This design comes from an exercise in tuning for small area, a short achievable clock period and few clock cycles per item on the open sky130 flow, not from production work. Only simulation tests tie the RTL to the original design; equivalence was not proved.

## flow/design.v (module list and top-level ports; edited modules follow where they fit)
// module multi_dataflow_core: 1480 lines
// module mdf_fa: 10 lines
// module mdf_ha: 9 lines
module multi_dataflow_core (
  input  logic        ap_clk,
  input  logic        ap_rst,
  input  logic [31:0] in0_data,
  output logic        in0_full_n,
  input  logic        in0_write,
  input  logic [31:0] in1_data,
  output logic        in1_full_n,
  input  logic        in1_write,
  output logic [31:0] out0_data,
  input  logic        out0_full_n,
  output logic        out0_write,
  output logic [31:0] out1_data,
  input  logic        out1_full_n,
  output logic        out1_write,
  input  logic [7:0]  ID
);
  // ...
==> flow/flow/run.sh <==
#!/bin/bash
# The standard layout, with plain buffers (buf_4) rather than the default delay-cell
# buffers on the ports. Make's full output goes to standard_flow.log in the work folder.
set -euo pipefail
bash standard.sh "BUFFER_PORTS_ARGS=-buffer_cell sky130_fd_sc_hd__buf_4" finish > standard_flow.log 2>&1
==> flow/standard.sh <==
#!/bin/bash
# synth_recipe.tcl (not shown) runs the flow's synth.tcl, then flattens the netlist and writes it again
# the make line also repeats each setting of config.mk as NAME=value (left out here)
make -C /OpenROAD-flow-scripts/flow DESIGN_CONFIG=/design/flow/config.mk WORK_HOME=/design/flow/orfs CLKGATE_MAP_FILE= SYNTH_SCRIPT=/design/flow/synth_recipe.tcl "${@:-finish}"
==> flow/config.mk <==
export PLATFORM = sky130hd
export DESIGN_NAME = multi_dataflow_core
export DESIGN_NICKNAME = multi_dataflow_core
export VERILOG_FILES = /design/flow/design.v
export SDC_FILE = /design/flow/constraint.sdc
export NUM_CORES = 4
export LEC_CHECK = 0
export ABC_AREA = 1
export CAP_MARGIN = 20
export CORE_MARGIN = 2
export CORE_UTILIZATION = 40
export SETUP_SLACK_MARGIN = 5
export SLEW_MARGIN = 20
export SYNTH_HIERARCHICAL = 1
==> flow/constraint.sdc <==
create_clock -name core_clock -period 8.5 [get_ports {ap_clk}]
set_input_delay 1.7000 -clock core_clock [delete_from_list [all_inputs] [get_ports {ap_clk}]]
set_output_delay 1.7000 -clock core_clock [all_outputs]
set_load 0.01 [all_outputs]
==> flow_summary_export.csv, run 1 <==
group,metric,value,unit
outcome,status,"no timing/DRC/antenna violations",
route,firstDrtPassIters,6,
cells_and_area,num-fill-cells,6169,
global_routing,grt_pass1_wl,120000,um
min_path,hold_depth,0,
placement,dp_cells,3748,
logic_synthesis,synth_top_area_share,24.9,%
logic_synthesis,synth_simple_gate_area_share,15.9,%
route,avgViaCountPerCell,5.23,
cells_and_area,clk_share,5.03,%
worst_setup_path,rr_worst_depth,5,
worst_setup_path,crit_start,"bn[9]",
logic_synthesis,yosysTopAreaCell,"edfxtp_1",
worst_setup_path,critical_path_required,8.80,ns
route,ant_nets,0,
logic_synthesis,synth_cells,2852,
cells_and_area,drive_gt1_share,15.6,%
global_routing,antenna_found_initial,0,
global_routing,grt_pass1_vias,20700,
timing,setup_slack,5.05,ns
cts,clkTransAtPathRegs,0.06,ns
cells_and_area,layout.nets,3378,
floorplan,die_height,259,um
Testbench counts, summed over its fixed seeds: cycles 8,288, items 8,192.
==> inputs of run 2 (changes only) <==
--- a/flow/config.mk
+++ b/flow/config.mk
@@ -11,2 +11,4 @@
 export CORE_UTILIZATION = 40
+export CTS_CLUSTER_DIAMETER = 100
+export CTS_CLUSTER_SIZE = 24
 export SETUP_SLACK_MARGIN = 5
==> flow_summary_export.csv, run 2 <==
group,metric,value,unit
outcome,status,"no timing/DRC/antenna violations",
logic_synthesis,synth_cells,2852,
cells_and_area,drive_gt1_share,14.7,%
cells_and_area,largest_register,"s1_q",
timing,slew_viol_final,0,
logic_synthesis,avgSynthCellArea,9.14,sq um
global_routing,grt_pass1_vias,20400,
timing,min_period,3.49,ns
cts,ctsRootBufferMaster,"clkbuf_16",
route,initialDrtViolationCount,1753,
worst_setup_path,cp.arrival,3.80,ns
cts,clkTransAtPathRegs,0.10,ns
logic_synthesis,synth_area,26100,sq um
floorplan,io_pins,146,
min_path,hold_class,"reg -> reg",
floorplan,die_w,259,um
worst_setup_path,critPathMaxStageDelay,0.63,ns
floorplan,die_height,259,um
cells_and_area,fin_cells,3845,
logic_synthesis,synth_cell_types,44,
worst_setup_path,path_buf_inv,1,
worst_setup_path,crit_slowest_cell,"fa_1",
logic_synthesis,async_flop_share,2.68,%
worst_setup_path,critPathCaptureType,"register",
global_routing,grt_pass1_wl,119000,um
cells_and_area,layout.nets,3360,
cells_and_area,mostFrequentLayoutCells,"699 x nand2_1, 255 x inv_1, 252 x xor2_1",
cts,cts_hold_buf,0,
global_routing,antenna_found_initial,0,
placement,post-dp-hpwl,56700,um
timing,setup_violations,0,
worst_setup_path,path_cells,"clkinvlp_4 > o22ai_2 > xor2_2 > fa_1 > fa_1 > fa_1 > fa_1",
logic_synthesis,synth_most_common_cell,"nand2_1",
route,wl_per_cell,20.0,um
floorplan,start_util,40.4,%
cells_and_area,n_antenna_cell,0,
placement,place_area,28000,sq um
route,drt-total-wl,76900,um
worst_setup_path,crit_path_start_kind,"register",
cts,cts_buffers,21,
placement,globalplace.congestion,0.892,
cells_and_area,final_area,29400,sq um
logic_synthesis,yosys-top-cells-area,"edfxtp_1 25%, fa_1 16%, dfxtp_1 11%",
logic_synthesis,synth_edf_count,216,
timing,post-route-period-util,41.1,%
logic_synthesis,ys_ff_latch,373,
logic_synthesis,synthFlopType,"edfxtp_1",
worst_setup_path,crit_family,"adder cells",
timing,max_freq,286,MHz
worst_setup_path,critical_path_required,8.81,ns
floorplan,die_area,67200,sq um
logic_synthesis,synth_top_area_share,24.9,%
placement,pre_cts_ws,4.34,ns
timing,clock_skew,0.0279,ns
global_routing,grt_max_degree,76,
worst_setup_path,rr_worst_depth,7,
worst_setup_path,crit_path_frequent_cell,"fa_1",
logic_synthesis,synth_warnings,7,
placement,dp_cells,3748,
worst_setup_path,crit_cells,7,
timing,maxSlewHeadroom,23.2,%
run,drv_cap,0,
cts,cts_sinks,373,
route,avgViaCountPerCell,5.25,
logic_synthesis,synth_nets,3234,
cells_and_area,final_common_cell,"nand2_1",
cells_and_area,area_growth,12.7,%
logic_synthesis,yosysSeqAreaShare,37.1,%
route,ant_nets,0,
timing,totalNegativeSetupSlack,0,ns
cts,clk_path_buf_depth,3,
timing,hold_slack,0.416,ns
timing,finalHoldViolations,0,
logic_synthesis,yosysTopAreaCell,"edfxtp_1",
route,firstDrtPassIters,7,
floorplan,row_count,93,
logic_synthesis,synthTopCellsByCount,"711 x nand2_1, 275 x inv_1, 255 x xor2_1",
worst_setup_path,path_class,"reg -> reg",
timing,rsz0062_at_grt,"yes",
cells_and_area,num-fill-cells,6237,
cts,insertion_delay,0.57,ns
cts,htreeDepth,1,
placement,port_buffers,145,
cells_and_area,largest_reg_flops,120,
worst_setup_path,worstPathMaxFanout,8,
floorplan,core-area,64500,sq um
cts,cts_tree,"yes",
global_routing,grt-ovfl-total,0,
min_path,hold_depth,0,
route,post-route-drc-count,0,
global_routing,grt.total_usage,22.6,%
timing,setup_slack,5.01,ns
timing,worst_slew_pin_slew,1.15,ns
route,vias,20200,
cells_and_area,final_core_util,45.6,%
==> run 2: cell counts after synthesis <==
No cell type changed its count.
==> run 2: cell type report <==
class / instances / area, sq um / area share, %
clock buffer: 28 / 552 / 1.88
sequential: 373 / 9690 / 33.0
tap: 855 / 1070 / 3.64
clock inverter: 7 / 82.6 / 0.281
inverter: 330 / 1330 / 4.53
timing repair buffer: 238 / 1890 / 6.44
multi-input combinational: 2008 / 14700 / 50.2
timing repair inverter: 6 / 32.5 / 0.111
==> run 2: final timing paths <==
path,to,from,slack (ns)
min reg2reg,s1_q[1],bn0x,0.42
max,s1_q[116],ha[17],5.01
min in group asynchronous,sv_a,ap_rst,0.94
min,s1_q[1],bn0x,0.42
max in group asynchronous,fn_a,ap_rst,7.34
max reg2reg,s1_q[116],ha[17],5.01
==> run 2: modules after synthesis, one instance, submodules excluded <==
module / flip-flops and latches / cell area (sq um)
multi_dataflow_core: 373 / 21500
mdf_fa: 0 / 20.0
mdf_ha: 0 / 12.5
==> run 2: what timing repair did <==
action | in CTS | in global routing
cloned | 3 | 6
gates resized for setup | 27 | 44
endpoints found under the setup margin | 32 | 27
pin swaps | 0 | 11
buffers inserted | 18 | 34
==> run 2: logic make-up after synthesis <==
group           share of synthesized area (%)
fa+ha+maj                                20.7
buf+inv                                  7.05
mux                                    0.0384
compound gates                           9.87
simple gates                             15.9
flops                                    37.1
xor+xnor                                 9.34
==> run 2: worst register-to-register path, stage by stage (launching register included) <==
cell and delay [ns]:
edfxtp_1 0.48, clkinvlp_4 0.27, o22ai_2 0.22, xor2_2 0.19
fa_1 0.45, fa_1 0.63, fa_1 0.47, fa_1 0.52
==> run 2: layer usage <==
layer	GRT usage, %	part of all wire (%)	wire [um]	vias up
li1	-	-	-	9492
met1	31.0	44	33800	9706
met2	37.4	47	35900	846
met3	3.10	6.6	5110	140
met4	5.89	2.7	2060	0
met5	0	0	0	-
==> inputs of run 3 (changes only) <==
--- a/flow/config.mk
+++ b/flow/config.mk
@@ -10,3 +10,3 @@
 export CORE_MARGIN = 2
-export CORE_UTILIZATION = 40
+export CORE_UTILIZATION = 55
 export CTS_CLUSTER_DIAMETER = 100
==> flow_summary_export.csv, run 3 <==
group,metric,value,unit
cts,cts_buffers,20,
cells_and_area,drive_gt1_share,14.4,%
cells_and_area,largest_reg_flops,120,
route,initialDrtViolationCount,1947,
floorplan,die_area,49200,sq um
cts,insertion_delay,0.57,ns
logic_synthesis,yosysSeqAreaShare,37.1,%
cells_and_area,final_core_util,62.1,%
cells_and_area,area_growth,11.1,%
cts,cts_sinks,373,
timing,finalHoldViolations,0,
worst_setup_path,worstPathMaxFanout,5,
global_routing,grt_pass1_vias,20200,
route,wl_per_cell,21.3,um
timing,setup_slack,4.95,ns
floorplan,start_util,55.9,%
route,avgViaCountPerCell,5.67,
cts,clk_path_buf_depth,3,
floorplan,die_height,222,um
cells_and_area,n_antenna_cell,0,
cells_and_area,mostFrequentLayoutCells,"699 x nand2_1, 258 x inv_1, 252 x xor2_1",
cells_and_area,fin_cells,3585,
logic_synthesis,synth_edf_count,216,
timing,totalNegativeSetupSlack,0,ns
floorplan,row_count,79,
cells_and_area,regArea,9690,sq um
logic_synthesis,yosys-top-cells-area,"edfxtp_1 25%, fa_1 16%, dfxtp_1 11%",
worst_setup_path,cp.arrival,3.84,ns
logic_synthesis,synth_top_area_share,24.9,%
timing,clock_skew,0.0220,ns
timing,min_period,3.55,ns
cells_and_area,layout.nets,3347,
worst_setup_path,critPathCaptureType,"register",
cts,cts_hold_buf,0,
global_routing,grt_pass1_wl,116000,um
placement,port_buffers,145,
timing,post-route-period-util,41.7,%
cts,cts_tree,"yes",
cells_and_area,final_common_cell,"nand2_1",
route,vias,20300,
logic_synthesis,synth_nets,3234,
cts,ctsRootBufferMaster,"clkbuf_16",
cts,htreeDepth,1,
global_routing,grt.total_usage,30.4,%
logic_synthesis,async_flop_share,2.68,%
timing,maxSlewHeadroom,34.0,%
placement,dp_cells,3502,
worst_setup_path,critical_path_required,8.80,ns
floorplan,io_pins,146,
floorplan,die_w,222,um
logic_synthesis,synthTopCellsByCount,"711 x nand2_1, 275 x inv_1, 255 x xor2_1",
global_routing,grt-ovfl-total,0,
timing,rsz0062_at_grt,"yes",
logic_synthesis,ys_ff_latch,373,
worst_setup_path,crit_path_start_kind,"register",
route,ant_nets,0,
timing,slew_viol_final,0,
logic_synthesis,synth_cells,2852,
global_routing,antenna_found_initial,0,
cells_and_area,num-fill-cells,3964,
worst_setup_path,crit_slowest_cell,"fa_2",
cells_and_area,multi_input_area,14800,sq um
worst_setup_path,path_class,"reg -> reg",
placement,pre_cts_ws,4.30,ns
run,drv_cap,0,
logic_synthesis,synth_cell_types,44,
logic_synthesis,avgSynthCellArea,9.14,sq um
timing,worst_slew_pin_slew,0.985,ns
worst_setup_path,path_cells,"clkinvlp_4 > buf_4 > buf_4 > o22ai_1 > xor2_1 > ha_1 > fa_1 > fa_2 > fa_1",
route,post-route-drc-count,0,
logic_synthesis,synth_warnings,7,
timing,hold_slack,0.427,ns
route,firstDrtPassIters,17,
timing,max_freq,282,MHz
cts,clkTransAtPathRegs,0.11,ns
global_routing,grt_max_degree,68,
route,drt-total-wl,76300,um
placement,post-dp-hpwl,55900,um
cells_and_area,largest_register,"s1_q",
logic_synthesis,yosysTopAreaCell,"edfxtp_1",
worst_setup_path,critPathMaxStageDelay,0.60,ns
floorplan,core-area,46700,sq um
outcome,status,"no timing/DRC/antenna violations",
logic_synthesis,synth_area,26100,sq um
logic_synthesis,synthFlopType,"edfxtp_1",
logic_synthesis,synth_most_common_cell,"nand2_1",
min_path,hold_class,"reg -> reg",
timing,setup_violations,0,
placement,globalplace.congestion,0.934,
## run 3: routing by layer
| layer | up-vias | global-route usage [%] | share of wire, % |
|---|---|---|---|
| li1 | 9487 | - | - |
| met1 | 9777 | 41.9 | 43 |
| met2 | 910 | 50.1 | 47 |
| met3 | 142 | 4.48 | 7.5 |
| met4 | 0 | 8.98 | 2.8 |
| met5 | - | 0 | 0 |
## run 3: timing repair
action                                  CTS  global route
endpoints found under the setup margin   44            57
pin swaps                                 1            23
cloned                                    2             4
setup buffers                            22            20
resized for setup                        25            40
## run 3: path summary, 6_finish.rpt
| check | slack [ns] | end | start | cells after the start |
|---|---|---|---|---|
| max | 4.95 | s1_q[108] | ha[17] | 9 |
| min in group asynchronous | 0.95 | hv_b | ap_rst | 1 |
| max in group asynchronous | 7.32 | fn_a | ap_rst | 1 |
| min reg2reg | 0.43 | s1_q[3] | bi1 | 0 |
| min | 0.43 | s1_q[3] | bi1 | 0 |
| max reg2reg | 4.95 | s1_q[108] | ha[17] | 9 |
## run 3: final cells by class
cell class              instances  share of cell area, %
multi-input cells            2008                   51.0
well taps                     607                   2.62
flip-flops and latches        373                   33.4
clock buffers                  30                   1.93
clock inverters                 5                  0.147
repair buffers                229                   6.32
inverters                     330                   4.52
repair inverters                3                 0.0605
## run 3: kinds of logic (layout without fill, tap and decap cells)
family	Yosys count	in the layout	synth area share, %
AOI/OAI and AO/OA	401	401	9.87
xor gates and xnor gates	278	278	9.34
adders and majority gates	304	304	20.7
buffers and inverters	472	597	7.05
DFF	373	373	37.1
muxes	1	1	0.0384
and+or+nand+nor	1023	1024	15.9
## run 3: critical path: cells and delay by family (launching register included)
kind / cells / cell delay, ns
adders and majority gates: 4 / 1.78
buffers and inverters: 3 / 0.58
DFF: 1 / 0.53
xor gates and xnor gates: 1 / 0.22
AOI/OAI and AO/OA: 1 / 0.16
## run 3: modules after synthesis (local to each module, per instance)
| module | area, sq um | copies in the design | cells |
|---|---|---|---|
| mdf_fa | 20.0 | 210 | 1 |
| multi_dataflow_core | 21500 | 1 | 2612 |
| mdf_ha | 12.5 | 30 | 1 |
## run 3: through the flow
step                      cell area, sq um
after CTS                            28600
final                                29000
after global placement               27700
after floorplan                      26200
after global routing                 29000
after detailed placement             27700
==> inputs of run 4 (changes only) <==
==> flow/flow/run.sh (replaced) <==
#!/bin/bash
# The standard layout, with plain buffers (buf_4) rather than the default delay-cell
# buffers on the ports, and timing repair aimed at 5.3 ns of setup slack. Make's full output
# goes to standard_flow.log in the work folder.
set -euo pipefail
bash standard.sh "BUFFER_PORTS_ARGS=-buffer_cell sky130_fd_sc_hd__buf_4" SETUP_SLACK_MARGIN=5.3 finish > standard_flow.log 2>&1
--- a/flow/config.mk
+++ b/flow/config.mk
@@ -10,6 +10,5 @@
 export CORE_MARGIN = 2
-export CORE_UTILIZATION = 55
+export CORE_UTILIZATION = 40
 export CTS_CLUSTER_DIAMETER = 100
 export CTS_CLUSTER_SIZE = 24
-export SETUP_SLACK_MARGIN = 5
 export SLEW_MARGIN = 20
==> flow_summary_export.csv, run 4 <==
group,metric,value,unit
placement,post-dp-hpwl,57100,um
logic_synthesis,synth_cells,2852,
timing,maxSlewHeadroom,34.7,%
route,avgViaCountPerCell,5.35,
route,drt-total-wl,79400,um
cells_and_area,largest_register,"s1_q",
worst_setup_path,path_cells,"clkinvlp_4 > buf_6 > o22ai_2 > xor2_1 > fa_1 > fa_2 > fa_1 > fa_1",
timing,worst_slew_pin_slew,0.978,ns
global_routing,grt_max_degree,72,
logic_synthesis,avgSynthCellArea,9.14,sq um
cells_and_area,largest_reg_flops,120,
logic_synthesis,synth_area,26100,sq um
cells_and_area,n_antenna_cell,0,
timing,max_freq,287,MHz
cts,clk_path_buf_depth,3,
logic_synthesis,ys_ff_latch,373,
cts,cts_tree,"yes",
logic_synthesis,synthFlopType,"edfxtp_1",
cells_and_area,num-fill-cells,6008,
global_routing,antenna_found_initial,0,
route,post-route-drc-count,0,
floorplan,row_count,93,
logic_synthesis,yosys-top-cells-area,"edfxtp_1 25%, fa_1 16%, dfxtp_1 11%",
floorplan,die_area,67200,sq um
outcome,status,"no timing/DRC/antenna violations",
global_routing,grt-ovfl-total,0,
cells_and_area,area_growth,16.7,%
route,firstDrtPassIters,6,
worst_setup_path,critPathCaptureType,"register",
floorplan,die_height,259,um
floorplan,start_util,40.4,%
logic_synthesis,yosysSeqAreaShare,37.1,%
worst_setup_path,crit_path_frequent_cell,"fa_1",
worst_setup_path,critical_path_required,8.83,ns
timing,min_period,3.49,ns
timing,clock_skew,0.0476,ns
run,drv_cap,0,
cts,clkTransAtPathRegs,0.09,ns
route,vias,20800,
cts,htreeDepth,1,
logic_synthesis,synth_most_common_cell,"nand2_1",
logic_synthesis,synth_cell_types,44,
worst_setup_path,crit_slowest_cell,"fa_1",
timing,slew_viol_final,0,
global_routing,grt.total_usage,23.4,%
cts,cts_sinks,373,
logic_synthesis,synth_edf_count,216,
min_path,hold_class,"reg -> reg",
floorplan,io_pins,146,
logic_synthesis,synth_top_area_share,24.9,%
logic_synthesis,synthTopCellsByCount,"711 x nand2_1, 275 x inv_1, 255 x xor2_1",
cts,cts_buffers,23,
worst_setup_path,critPathMaxStageDelay,0.57,ns
route,ant_nets,0,
logic_synthesis,yosysTopAreaCell,"edfxtp_1",
cells_and_area,layout.nets,3397,
worst_setup_path,worstPathMaxFanout,6,
global_routing,grt_pass1_vias,21200,
timing,setup_violations,0,
cts,insertion_delay,0.61,ns
global_routing,grt_pass1_wl,123000,um
timing,totalNegativeSetupSlack,0,ns
worst_setup_path,crit_path_start_kind,"register",
logic_synthesis,synth_nets,3234,
floorplan,die_w,259,um
worst_setup_path,path_class,"reg -> reg",
route,initialDrtViolationCount,1836,
cells_and_area,drive_gt1_share,18.4,%
cells_and_area,mostFrequentLayoutCells,"696 x nand2_1, 256 x inv_1, 246 x xor2_1",
timing,finalHoldViolations,0,
logic_synthesis,synth_warnings,7,
route,wl_per_cell,20.4,um
cells_and_area,final_common_cell,"nand2_1",
placement,globalplace.congestion,0.894,
worst_setup_path,cp.arrival,3.82,ns
placement,port_buffers,145,
timing,post-route-period-util,41.0,%
cts,ctsRootBufferMaster,"clkbuf_16",
floorplan,core-area,64500,sq um
timing,rsz0062_at_grt,"yes",
logic_synthesis,async_flop_share,2.68,%
-- run 4: cell counts after synthesis --
No cell type changed its count.
-- run 4: layout make-up --
| type | count | area, sq um | share of cell area [%] |
|---|---|---|---|
| multi-input cells | 2008 | 15100 | 49.7 |
| flip-flops and latches | 373 | 9690 | 31.8 |
| repair buffers | 277 | 2390 | 7.86 |
| inverters | 330 | 1340 | 4.39 |
| well taps | 855 | 1070 | 3.51 |
| clock buffers | 31 | 637 | 2.09 |
| clock inverters | 8 | 151 | 0.497 |
| repair inverters | 2 | 15.0 | 0.0493 |
-- run 4: metal layers --
layer	wire, um	global-route usage, %
met2	37300	39.2
met4	2890	7.74
met1	34000	31.3
met3	5180	3.28
met5	0	0
-- run 4: per-module statistics from Yosys, one instance, submodules excluded --
module,cells,times used,area [sq um],flip-flops and latches
multi_dataflow_core,2612,1,21500,373
mdf_ha,1,30,12.5,0
mdf_fa,1,210,20.0,0
-- run 4: kinds of logic (layout without fill, tap and decap cells) --
logic type | Yosys count | in the layout | share of synthesized area (%)
fa+ha+maj | 304 | 304 | 20.7
xor+xnor | 278 | 278 | 9.34
mux | 1 | 1 | 0.0384
simple gates | 1023 | 1024 | 15.9
buf+inv | 472 | 648 | 7.05
compound gates | 401 | 401 | 9.87
flops | 373 | 373 | 37.1
-- run 4: through the flow --
stage	hold slack, ns	std cells	utilization (%)	cell area (sq um)	setup slack (ns)
final	0.460	3884	47.2	30400	5.01
after global routing	0.485	3884	47.2	30400	4.98
after floorplan	0.386	2852	-	26200	4.59
after global placement	0.436	3751	43.5	28100	4.39
after detailed placement	0.439	3751	43.5	28100	4.35
after CTS	0.461	3875	46.5	30000	5.13
-- run 4: path summary, 6_finish.rpt --
kind | depth (start not counted) | slack, ns | endpoint | start
max | 8 | 5.01 | s1_q[116] | ha[21]
min | 2 | 0.46 | sa[24] | sa[24]
max reg2reg | 8 | 5.01 | s1_q[116] | ha[21]
min reg2reg | 2 | 0.46 | sa[24] | sa[24]
max in group asynchronous | 1 | 7.37 | fn_b | ap_rst
min in group asynchronous | 1 | 0.91 | idok_q | ap_rst
-- run 4: repair_timing --
action / in CTS / in global routing
hold buffers: 0 / 0
cloned: 9 / 0
setup buffers: 76 / 9
setup endpoints to repair: 151 / 85
pin swaps: 54 / 48
hold endpoints to repair: 0 / 0
gates resized for setup: 94 / 93
-- run 4: critical path: cells and delay by family, from the launching register on --
kind                     cells  cell delay [ns]
AO/OA/AOI/OAI                1             0.11
XOR/XNOR                     1             0.23
adder cells (fa/ha/maj)      4             1.97
buffers and inverters        2             0.47
flip-flops                   1             0.45

[separate check: timing with driven ports]
In the flow no input, the clock included, has a driving cell. The finished layouts below were timed again as built, in two steps.
Step 1 assumes that a clkbuf_16 drives the clock port and a buf_2 every other input.
Step 2 moves the port delays by t, midway between the first and last clock arrival at a register: inputs arrive t later, outputs are due t later. That takes back most of the time a late clock gives input paths.
Slacks: ideal / step 1 / step 2; pairs: ideal / step 1.
| run | shift t [ns] | setup slack, ns | clock arrival spread, ns | worst slew at a driven data input, ns |
|---|---|---|---|---|
| run 1 | 0.633 | 5.045 / 5.045 / 4.599 | 0.038 / 0.039 | 0.05 |
| run 2 | 0.617 | 5.007 / 5.007 / 4.609 | 0.028 / 0.028 | 0.05 |
| run 3 | 0.615 | 4.955 / 4.955 / 4.648 | 0.023 / 0.023 | 0.06 |
| run 4 | 0.641 | 5.014 / 5.014 / 4.898 | 0.048 / 0.047 | 0.05 |
After both steps setup and hold are still met in every run listed. For run 1, which loses most, drivers alone change the setup slack by 0.000 ns; drivers and shift together by -0.446 ns.
